Source: an optimization exercise on an open RTL-to-GDS flow (aim: small area). Production flows keep margins and buffers that such runs may drop. Only simulation tests tie the RTL to the original design; equivalence was not proved. The flow treats the clock pin as an ideal source, which a real chip does not have. No activity file was given, so power comes from the tool's default toggle rates.

## run G
==> module lc4_top, before the edit <==
module lc4_top (
   input  logic        clk,
   input  logic        i_reset,
   output logic [15:0] o_imem_addr,
   input  logic [15:0] i_imem_data,
   output logic [15:0] o_dmem_addr,
   output logic        o_dmem_we,
   output logic [15:0] o_dmem_wdata,
   input  logic [15:0] i_dmem_data,
   output logic        o_retire_valid,
   output logic [15:0] o_retire_pc,
   output logic [15:0] o_retire_insn,
   output logic        o_retire_rf_we,
   output logic [2:0]  o_retire_wsel,
   output logic [15:0] o_retire_wdata
);
   logic [2:0]        ph;       
   logic              clr;      
   logic              second;   
   logic [15:0]       pc;
   logic [1:0]        cc;       
   logic [15:0]       rf [0:7];
   logic [1:0]        lo [0:7];   
   logic [15:0]       w;        
   logic [15:0]       d;        
   logic              c;        
   logic [15:0] insn;
   logic [3:0]  op;
   logic        is_br, is_add, is_and, is_const, is_ldr, is_str, is_alu, is_rr, multi, ok, rf_we;
   logic        last, final_rot, adv, taken, wr_now;
   logic [2:0]  p_sel;
   logic [1:0]  p_d, a_d, b_d, imm_d, alu_d, res_d, sum_d;
   logic        cin, cout;
   logic [15:0] imm16, result;
   logic [1:0]  pc_d;
   assign insn     = i_imem_data;
   assign op       = insn[15:12];
   assign is_br    = op == 4'b0000;
   assign is_add   = op == 4'b0001;
   assign is_and   = op == 4'b0101;
   assign is_const = op == 4'b1001;
   assign is_ldr   = op == 4'b0110;
   assign is_str   = op == 4'b0111;
   assign is_alu   = (is_add || is_and) && (insn[5] || insn[4:3] == 2'b00);
   assign ok       = is_alu || is_const || is_ldr || is_str || is_br;
   assign rf_we    = is_alu || is_const || is_ldr;
   assign is_rr    = is_alu && !insn[5];
   assign multi    = is_ldr || is_str || is_rr;
   assign last      = ph == 3'd7;
   assign final_rot = !multi || second;
   assign adv       = !clr && last && final_rot;
   assign wr_now    = rf_we && final_rot;
   assign p_sel = !second ? insn[8:6] : is_str ? insn[11:9] : insn[2:0];
   always_comb begin
      p_d = 2'b00;
      for (int i = 0; i < 8; i++) p_d = p_d | (lo[i] & {2{p_sel == 3'(i)}});
   end
   assign imm16 = (is_const || is_br) ? {{7{insn[8]}}, insn[8:0]} :
                  (is_ldr || is_str)  ? {{10{insn[5]}}, insn[5:0]} :
                                        {{11{insn[4]}}, insn[4:0]};
   assign imm_d = imm16 >> {ph, 1'b0};
   assign pc_d  = pc >> {ph, 1'b0};
   assign a_d  = is_br ? pc_d : is_const ? 2'b00 : p_d;
   assign b_d  = second ? d[1:0] : imm_d;
   assign cin  = (ph == 3'd0) ? is_br : c;
   logic c1;
   assign sum_d[0] = a_d[0] ^ b_d[0] ^ cin;
   assign c1       = (a_d[0] & b_d[0]) | (cin & (a_d[0] ^ b_d[0]));
   assign sum_d[1] = a_d[1] ^ b_d[1] ^ c1;
   assign cout     = (a_d[1] & b_d[1]) | (c1 & (a_d[1] ^ b_d[1]));
   assign alu_d = is_and ? (a_d & b_d) : sum_d;
   assign res_d = clr ? 2'b00 : (second && !is_rr) ? w[1:0] : alu_d;
   assign result = {res_d, w[15:2]};
   for (genvar i = 0; i < 8; i++) begin : g_rf
      assign lo[i] = rf[i][1:0];
      always_ff @(posedge clk) begin
         if (clr || (wr_now && insn[11:9] == 3'(i)))
            rf[i] <= {res_d, rf[i][15:2]};
         else
            rf[i] <= {rf[i][1:0], rf[i][15:2]};
      end
   end
   always_ff @(posedge clk) begin
      if (!clr && is_ldr && !second && last)
         w <= i_dmem_data;
      else
         w <= {res_d, w[15:2]};
      d <= {p_d, d[15:2]};
      c <= cout;
   end
   logic [15:0] pc_inc;
   logic [16:0] pc_cy;
   assign pc_cy[0] = adv;
   for (genvar k = 0; k < 16; k++) begin : g_inc
      assign pc_inc[k]  = pc[k] ^ pc_cy[k];
      assign pc_cy[k+1] = pc[k] & pc_cy[k];
   end
   assign taken  = is_br && ((insn[11] && cc == 2'b11) || (insn[10] && cc == 2'b10) ||
                             (insn[9] && cc == 2'b01));
   always_ff @(posedge clk) begin
      if (i_reset) begin
         ph     <= 3'd0;
         clr    <= 1'b1;
         second <= 1'b0;
         pc     <= 16'h8200;
         cc     <= 2'b00;
      end else begin
         ph <= ph + 3'd1;
         if (last) clr <= 1'b0;
         if (!clr && last && multi) second <= !second;
         pc <= (adv && taken) ? result : pc_inc;
         if (adv && rf_we)
            cc <= {result[15] || result == 16'd0, result[15] || result != 16'd0};
      end
   end
   assign o_imem_addr    = pc;
   assign o_dmem_addr    = result;
   assign o_dmem_we      = adv && is_str;
   assign o_dmem_wdata   = {p_d, d[15:2]};
   assign o_retire_valid = adv && ok;
   assign o_retire_pc    = pc;
   assign o_retire_insn  = insn;
   assign o_retire_rf_we = rf_we;
   assign o_retire_wsel  = insn[11:9];
   assign o_retire_wdata = result;
endmodule
Settings: LEC_CHECK=0, ABC_AREA=1, CAP_MARGIN=0, CORE_MARGIN=2, CORE_UTILIZATION=60, CTS_BUF_LIST=sky130_fd_sc_hd__clkbuf_8, SLEW_MARGIN=0; clock period 6.0 ns.
standard.sh (not shown) runs the stock make flow with config.mk's settings and CLKGATE_MAP_FILE= SYNTH_SCRIPT=/design/flow/synth_recipe.tcl, a recipe that flattens the netlist after the stock synthesis.
==> flow/flow/run.sh <==
#!/bin/bash
# The standard layout (standard.sh) with these changes:
# - synthesis maps the combinational logic with several area-oriented ABC scripts and keeps
#   the smallest result (flow/synth.tcl around synth_recipe.tcl; registers are unchanged);
# - every port is buffered by the smallest buffer cell, and a buffer that synthesis put on a
#   wire from an input port to an output port is dropped once both ports have their own
#   buffer (flow/post_gpl.tcl);
# - the clock tree is a balanced two-level tree of clkbuf_8 cells built before CTS
#   (flow/pre_cts.tcl, flow/clock_tree.tcl).
# ORFS writes each step's full log under orfs/logs; make's own output goes to standard_flow.log.
set -euo pipefail
here=$(pwd)
export AREA_ABC_SCRIPTS="$(ls $here/flow/a*.abc | tr '\n' ' ')"
export AREA_ABC_REPORT=$here/abc_area.txt
export FLOW_SYNTH_TCL=$here/synth_recipe.tcl
export CLOCK_TREE_TCL=$here/flow/clock_tree.tcl
export CLOCK_TREE_LEAVES=11
bash standard.sh "SYNTH_SCRIPT=$here/flow/synth.tcl" \
  "BUFFER_PORTS_ARGS=-buffer_cell sky130_fd_sc_hd__buf_1" \
  "POST_GLOBAL_PLACE_TCL=$here/flow/post_gpl.tcl" \
  "PRE_CTS_TCL=$here/flow/pre_cts.tcl" \
  "CTS_ARGS=-sink_clustering_enable -repair_clock_nets -buf_list sky130_fd_sc_hd__clkbuf_8 -dont_use_dummy_load" \
  finish > standard_flow.log 2>&1
Other scripts of this flow, unchanged in this note and not shown: flow/flow/a1.abc, flow/flow/a2.abc, flow/flow/a3.abc, flow/flow/a4.abc, flow/flow/a5.abc, flow/flow/a6.abc, flow/flow/a7.abc, flow/flow/a8.abc, flow/flow/a9.abc, flow/flow/clock_tree.tcl, flow/flow/post_gpl.tcl, flow/flow/pre_cts.tcl, flow/flow/synth.tcl
#### Input delta (run M over run G)
--- a/flow/design.v
+++ b/flow/design.v
@@ -165,42 +165,46 @@
    assign rf_we    = is_alu || is_const || is_ldr;
    assign is_rr    = is_alu && !insn[5];
    assign multi    = is_ldr || is_str || is_rr;
+   logic br_op, mem_op, imm9_op;
+   assign br_op   = insn[14:12] == 3'b000;             
+   assign mem_op  = insn[13];                           
+   assign imm9_op = !insn[13] && (insn[15] || !insn[12]);   
    assign last      = ph == 3'd7;
    assign final_rot = !multi || second;
    assign adv       = !clr && last && final_rot;
    assign wr_now    = rf_we && final_rot;
-   assign p_sel = !second ? insn[8:6] : is_str ? insn[11:9] : insn[2:0];
+   assign p_sel = !second ? insn[8:6] : mem_op ? insn[11:9] : insn[2:0];
    always_comb begin
       p_d = 2'b00;
       for (int i = 0; i < 8; i++) p_d = p_d | (lo[i] & {2{p_sel == 3'(i)}});
    end
-   assign imm16 = (is_const || is_br) ? {{7{insn[8]}}, insn[8:0]} :
-                  (is_ldr || is_str)  ? {{10{insn[5]}}, insn[5:0]} :
-                                        {{11{insn[4]}}, insn[4:0]};
+   assign imm16 = imm9_op ? {{7{insn[8]}}, insn[8:0]} :
+                  mem_op  ? {{10{insn[5]}}, insn[5:0]} :
+                            {{11{insn[4]}}, insn[4:0]};
    assign imm_d = imm16 >> {ph, 1'b0};
    assign pc_d  = pc >> {ph, 1'b0};
-   assign a_d  = is_br ? pc_d : is_const ? 2'b00 : p_d;
+   assign a_d  = br_op ? pc_d : insn[15] ? 2'b00 : p_d;
    assign b_d  = second ? d[1:0] : imm_d;
-   assign cin  = (ph == 3'd0) ? is_br : c;
+   assign cin  = (ph == 3'd0) ? br_op : c;
    logic c1;
    assign sum_d[0] = a_d[0] ^ b_d[0] ^ cin;
    assign c1       = (a_d[0] & b_d[0]) | (cin & (a_d[0] ^ b_d[0]));
    assign sum_d[1] = a_d[1] ^ b_d[1] ^ c1;
    assign cout     = (a_d[1] & b_d[1]) | (c1 & (a_d[1] ^ b_d[1]));
-   assign alu_d = is_and ? (a_d & b_d) : sum_d;
-   assign res_d = clr ? 2'b00 : (second && !is_rr) ? w[1:0] : alu_d;
+   assign alu_d = (insn[14] && !insn[13]) ? (a_d & b_d) : sum_d;    
+   assign res_d = (second && mem_op) ? w[1:0] : alu_d;
    assign result = {res_d, w[15:2]};
    for (genvar i = 0; i < 8; i++) begin : g_rf
       assign lo[i] = rf[i][1:0];
       always_ff @(posedge clk) begin
          if (clr || (wr_now && insn[11:9] == 3'(i)))
-            rf[i] <= {res_d, rf[i][15:2]};
+            rf[i] <= {res_d & {2{!clr}}, rf[i][15:2]};
          else
             rf[i] <= {rf[i][1:0], rf[i][15:2]};
       end
    end
    always_ff @(posedge clk) begin
-      if (!clr && is_ldr && !second && last)
+      if (last && !insn[12])
          w <= i_dmem_data;
       else
          w <= {res_d, w[15:2]};
--- outcome ---
Summary — number of buffers and inverters on the critical path, run M relative to run G: lower, by 3.
Of the two values seen for source of the critical timing path, i_imem_data[13] was produced by run M and i_imem_data[14] by run G.
Re power dissipated in sequential cells: run G was lower than run M.
[diff] time the final worst path needs with I/O delays and setup, run M relative to run G: improvement
Delta (run M minus run G): die area lower; utilization lower; count of placed standard cells including taps lower.
Lower synthesized area among run G and run M: run M
Run G and run M ended up with roughly the same width of the die.
Compared run M vs run G, and count of cell instances traversed by the critical path is down in run M.

== rev 12 ==
Another version of the RTL of lc4_top (not shown whole).
Size in the first run: ~750 cells after synthesis, about 140 I/O pins.
==> module lc4_top, before the edit <==
module lc4_top (
   input  logic        clk,
   input  logic        i_reset,
   output logic [15:0] o_imem_addr,
   input  logic [15:0] i_imem_data,
   output logic [15:0] o_dmem_addr,
   output logic        o_dmem_we,
   output logic [15:0] o_dmem_wdata,
   input  logic [15:0] i_dmem_data,
   output logic        o_retire_valid,
   output logic [15:0] o_retire_pc,
   output logic [15:0] o_retire_insn,
   output logic        o_retire_rf_we,
   output logic [2:0]  o_retire_wsel,
   output logic [15:0] o_retire_wdata
);
   logic [2:0]        ph;       
   logic              clr;      
   logic              second;   
   logic [15:0]       pc;
   logic [2:0]        nzp;
   logic [15:0]       rf [0:7];
   logic [1:0]        lo [0:7];   
   logic [15:0]       w;        
   logic [15:2]       d;        
   logic              c;        
   logic [15:0] insn;
   logic [3:0]  op;
   logic        is_br, is_add, is_and, is_const, is_ldr, is_str, is_alu, ok, rf_we;
   logic        last, final_rot, adv, taken, wr_now;
   logic [2:0]  t_sel;
   logic [1:0]  s_d, t_d, a_d, b_d, imm_d, alu_d, res_d, sum_d;
   logic        cin, cout;
   logic [15:0] imm16, result, br_off;
   assign insn     = i_imem_data;
   assign op       = insn[15:12];
   assign is_br    = op == 4'b0000;
   assign is_add   = op == 4'b0001;
   assign is_and   = op == 4'b0101;
   assign is_const = op == 4'b1001;
   assign is_ldr   = op == 4'b0110;
   assign is_str   = op == 4'b0111;
   assign is_alu   = (is_add || is_and) && (insn[5] || insn[4:3] == 2'b00);
   assign ok       = is_alu || is_const || is_ldr || is_str || is_br;
   assign rf_we    = is_alu || is_const || is_ldr;
   assign last      = ph == 3'd7;
   assign final_rot = !is_ldr || second;
   assign adv       = !clr && last && final_rot;
   assign wr_now    = rf_we && final_rot;
   assign t_sel = is_str ? insn[11:9] : insn[2:0];
   assign s_d   = lo[insn[8:6]];
   assign t_d   = lo[t_sel];
   assign imm16 = is_const            ? {{7{insn[8]}}, insn[8:0]} :
                  (is_ldr || is_str)  ? {{10{insn[5]}}, insn[5:0]} :
                                        {{11{insn[4]}}, insn[4:0]};
   assign imm_d = imm16 >> {ph, 1'b0};
   assign a_d  = is_const ? 2'b00 : s_d;
   assign b_d  = (is_alu && !insn[5]) ? t_d : imm_d;
   assign cin  = (ph == 3'd0) ? 1'b0 : c;
   assign {cout, sum_d} = {1'b0, a_d} + {1'b0, b_d} + {2'b00, cin};
   assign alu_d = is_and ? (a_d & b_d) : sum_d;
   assign res_d = clr ? 2'b00 : second ? w[1:0] : alu_d;
   assign result = {res_d, w[15:2]};
   for (genvar i = 0; i < 8; i++) begin : g_rf
      assign lo[i] = rf[i][1:0];
      always_ff @(posedge clk) begin
         if (clr || (wr_now && insn[11:9] == 3'(i)))
            rf[i] <= {res_d, rf[i][15:2]};
         else
            rf[i] <= {rf[i][1:0], rf[i][15:2]};
      end
   end
   always_ff @(posedge clk) begin
      if (!clr && is_ldr && !second && last)
         w <= i_dmem_data;
      else
         w <= {res_d, w[15:2]};
      d <= {t_d, d[15:4]};
      c <= cout;
   end
   assign taken  = is_br && ((insn[11:9] & nzp) != 3'b000);
   assign br_off = taken ? {{7{insn[8]}}, insn[8:0]} : 16'd0;
   always_ff @(posedge clk) begin
      if (i_reset) begin
         ph     <= 3'd0;
         clr    <= 1'b1;
         second <= 1'b0;
         pc     <= 16'h8200;
         nzp    <= 3'b000;
      end else begin
         ph <= ph + 3'd1;
         if (last) clr <= 1'b0;
         if (!clr && last && is_ldr) second <= !second;
         if (adv) pc <= pc + 16'd1 + br_off;
         if (adv && rf_we)
            nzp <= {result[15], result == 16'd0, !result[15] && result != 16'd0};
      end
   end
   assign o_imem_addr    = pc;
   assign o_dmem_addr    = result;
   assign o_dmem_we      = adv && is_str;
   assign o_dmem_wdata   = {t_d, d[15:2]};
   assign o_retire_valid = adv && ok;
   assign o_retire_pc    = pc;
   assign o_retire_insn  = insn;
   assign o_retire_rf_we = rf_we;
   assign o_retire_wsel  = insn[11:9];
   assign o_retire_wdata = result;
endmodule
Settings: LEC_CHECK=0, ABC_AREA=1, CAP_MARGIN=20, CORE_MARGIN=2, CORE_UTILIZATION=40, CTS_BUF_LIST=sky130_fd_sc_hd__clkbuf_8, CTS_CLUSTER_DIAMETER=100, CTS_CLUSTER_SIZE=30, SLEW_MARGIN=20; clock period 6.0 ns.
==> flow/flow/run.sh <==
#!/bin/bash
# standard layout, with every port buffered by the smallest buffer cell
set -euo pipefail
bash standard.sh "BUFFER_PORTS_ARGS=-buffer_cell sky130_fd_sc_hd__buf_1" finish > standard_flow.log 2>&1
What rev 13 does differently from rev 12 at the input level:
--- a/flow/design.v
+++ b/flow/design.v
@@ -139,20 +139,21 @@
    logic [15:0]       pc;
    logic [2:0]        nzp;
    logic [15:0]       rf [0:7];
    logic [1:0]        lo [0:7];   
    logic [15:0]       w;        
-   logic [15:2]       d;        
+   logic [15:0]       d;        
    logic              c;        
    logic [15:0] insn;
    logic [3:0]  op;
-   logic        is_br, is_add, is_and, is_const, is_ldr, is_str, is_alu, ok, rf_we;
+   logic        is_br, is_add, is_and, is_const, is_ldr, is_str, is_alu, is_rr, multi, ok, rf_we;
    logic        last, final_rot, adv, taken, wr_now;
-   logic [2:0]  t_sel;
-   logic [1:0]  s_d, t_d, a_d, b_d, imm_d, alu_d, res_d, sum_d;
+   logic [2:0]  p_sel;
+   logic [1:0]  p_d, a_d, b_d, imm_d, alu_d, res_d, sum_d;
    logic        cin, cout;
-   logic [15:0] imm16, result, br_off;
+   logic [15:0] imm16, result;
+   logic [1:0]  pc_d;
    assign insn     = i_imem_data;
    assign op       = insn[15:12];
    assign is_br    = op == 4'b0000;
    assign is_add   = op == 4'b0001;
    assign is_and   = op == 4'b0101;
@@ -160,27 +161,29 @@
    assign is_ldr   = op == 4'b0110;
    assign is_str   = op == 4'b0111;
    assign is_alu   = (is_add || is_and) && (insn[5] || insn[4:3] == 2'b00);
    assign ok       = is_alu || is_const || is_ldr || is_str || is_br;
    assign rf_we    = is_alu || is_const || is_ldr;
+   assign is_rr    = is_alu && !insn[5];
+   assign multi    = is_ldr || is_str || is_rr;
    assign last      = ph == 3'd7;
-   assign final_rot = !is_ldr || second;
+   assign final_rot = !multi || second;
    assign adv       = !clr && last && final_rot;
    assign wr_now    = rf_we && final_rot;
-   assign t_sel = is_str ? insn[11:9] : insn[2:0];
-   assign s_d   = lo[insn[8:6]];
-   assign t_d   = lo[t_sel];
-   assign imm16 = is_const            ? {{7{insn[8]}}, insn[8:0]} :
+   assign p_sel = (second && is_str) ? insn[11:9] : (!second && is_rr) ? insn[2:0] : insn[8:6];
+   assign p_d   = lo[p_sel];
+   assign imm16 = (is_const || is_br) ? {{7{insn[8]}}, insn[8:0]} :
                   (is_ldr || is_str)  ? {{10{insn[5]}}, insn[5:0]} :
                                         {{11{insn[4]}}, insn[4:0]};
    assign imm_d = imm16 >> {ph, 1'b0};
-   assign a_d  = is_const ? 2'b00 : s_d;
-   assign b_d  = (is_alu && !insn[5]) ? t_d : imm_d;
-   assign cin  = (ph == 3'd0) ? 1'b0 : c;
+   assign pc_d  = pc >> {ph, 1'b0};
+   assign a_d  = is_br ? pc_d : is_const ? 2'b00 : p_d;
+   assign b_d  = second ? d[1:0] : imm_d;
+   assign cin  = (ph == 3'd0) ? is_br : c;
    assign {cout, sum_d} = {1'b0, a_d} + {1'b0, b_d} + {2'b00, cin};
    assign alu_d = is_and ? (a_d & b_d) : sum_d;
-   assign res_d = clr ? 2'b00 : second ? w[1:0] : alu_d;
+   assign res_d = clr ? 2'b00 : (second && !is_rr) ? w[1:0] : alu_d;
    assign result = {res_d, w[15:2]};
    for (genvar i = 0; i < 8; i++) begin : g_rf
       assign lo[i] = rf[i][1:0];
       always_ff @(posedge clk) begin
          if (clr || (wr_now && insn[11:9] == 3'(i)))
@@ -192,35 +195,34 @@
    always_ff @(posedge clk) begin
       if (!clr && is_ldr && !second && last)
          w <= i_dmem_data;
       else
          w <= {res_d, w[15:2]};
-      d <= {t_d, d[15:4]};
+      d <= {p_d, d[15:2]};
       c <= cout;
    end
    assign taken  = is_br && ((insn[11:9] & nzp) != 3'b000);
-   assign br_off = taken ? {{7{insn[8]}}, insn[8:0]} : 16'd0;
    always_ff @(posedge clk) begin
       if (i_reset) begin
          ph     <= 3'd0;
          clr    <= 1'b1;
          second <= 1'b0;
          pc     <= 16'h8200;
          nzp    <= 3'b000;
       end else begin
          ph <= ph + 3'd1;
          if (last) clr <= 1'b0;
-         if (!clr && last && is_ldr) second <= !second;
-         if (adv) pc <= pc + 16'd1 + br_off;
+         if (!clr && last && multi) second <= !second;
+         if (adv) pc <= taken ? result : pc + 16'd1;
          if (adv && rf_we)
             nzp <= {result[15], result == 16'd0, !result[15] && result != 16'd0};
       end
    end
    assign o_imem_addr    = pc;
    assign o_dmem_addr    = result;
    assign o_dmem_we      = adv && is_str;
-   assign o_dmem_wdata   = {t_d, d[15:2]};
+   assign o_dmem_wdata   = {p_d, d[15:2]};
    assign o_retire_valid = adv && ok;
    assign o_retire_pc    = pc;
    assign o_retire_insn  = insn;
    assign o_retire_rf_we = rf_we;
    assign o_retire_wsel  = insn[11:9];
Findings:
Compared with rev 12, in rev 13 routability congestion estimate went down by about 0.46%, cell row count went down by 2.1%, total wire length went down by 260 um, combinational logic power went up by about 5%.
Net count after synthesis, rev 13 and rev 12: smaller value in rev 13
The final reports for rev 13 and rev 12 show via count of the first global-routing pass lower in the former.
Rev 13 vs. rev 12: number of instances in the synthesized netlist saw a decrease, final cell utilization of the core saw a decrease.
Delta (rev 13 minus rev 12): transition time at the pin with the least slew margin increased 0.13 ns; number of vias after detailed routing decreased about 9%.
Sort rev 13 and rev 12 by sequential cell count, descending, and rev 13 comes first.
Rev 13 ended up with o_retire_wdata[15] as its end point of the critical path; rev 12 ended up with o_dmem_addr[15].
Taking rev 12 as the reference point, the global-route usage of rev 13 rises by 0.64 points.

[afterwards: timing with drivers on the ports]
In the flow no input, the clock included, has a driving cell. The finished layouts below were timed again as built, in two steps.
Step 1: set_driving_cell puts a clkbuf_16 on clk and a buf_2 on each other input, an assumption about the parent block.
Step 2 also shifts input and output timing later by t, the mid clock arrival at the registers, as if the neighbouring blocks saw the same clock.
Three values: no drivers, after step 1, after step 2; two values: the first two.
run | shift t [ns] | setup slack, ns | hold slack, ns | worst setup path after step 2
run G | 0.448 | 0.185 / 0.161 / 0.161 | 0.327 / 0.327 / 0.327 | input to output
run M | 0.449 | 0.257 / 0.231 / 0.064 | 0.322 / 0.322 / 0.322 | input to register
rev 12 | 0.482 | 0.710 / 0.687 / 0.687 | 0.319 / 0.319 / 0.319 | input to output
rev 13 | 0.484 | 0.640 / 0.615 / 0.615 | 0.327 / 0.327 / 0.327 | input to output
After both steps setup and hold are still met in every run listed. The setup slack of run M, which loses most, moves by -0.026 ns with the drivers and by -0.193 ns with both steps.
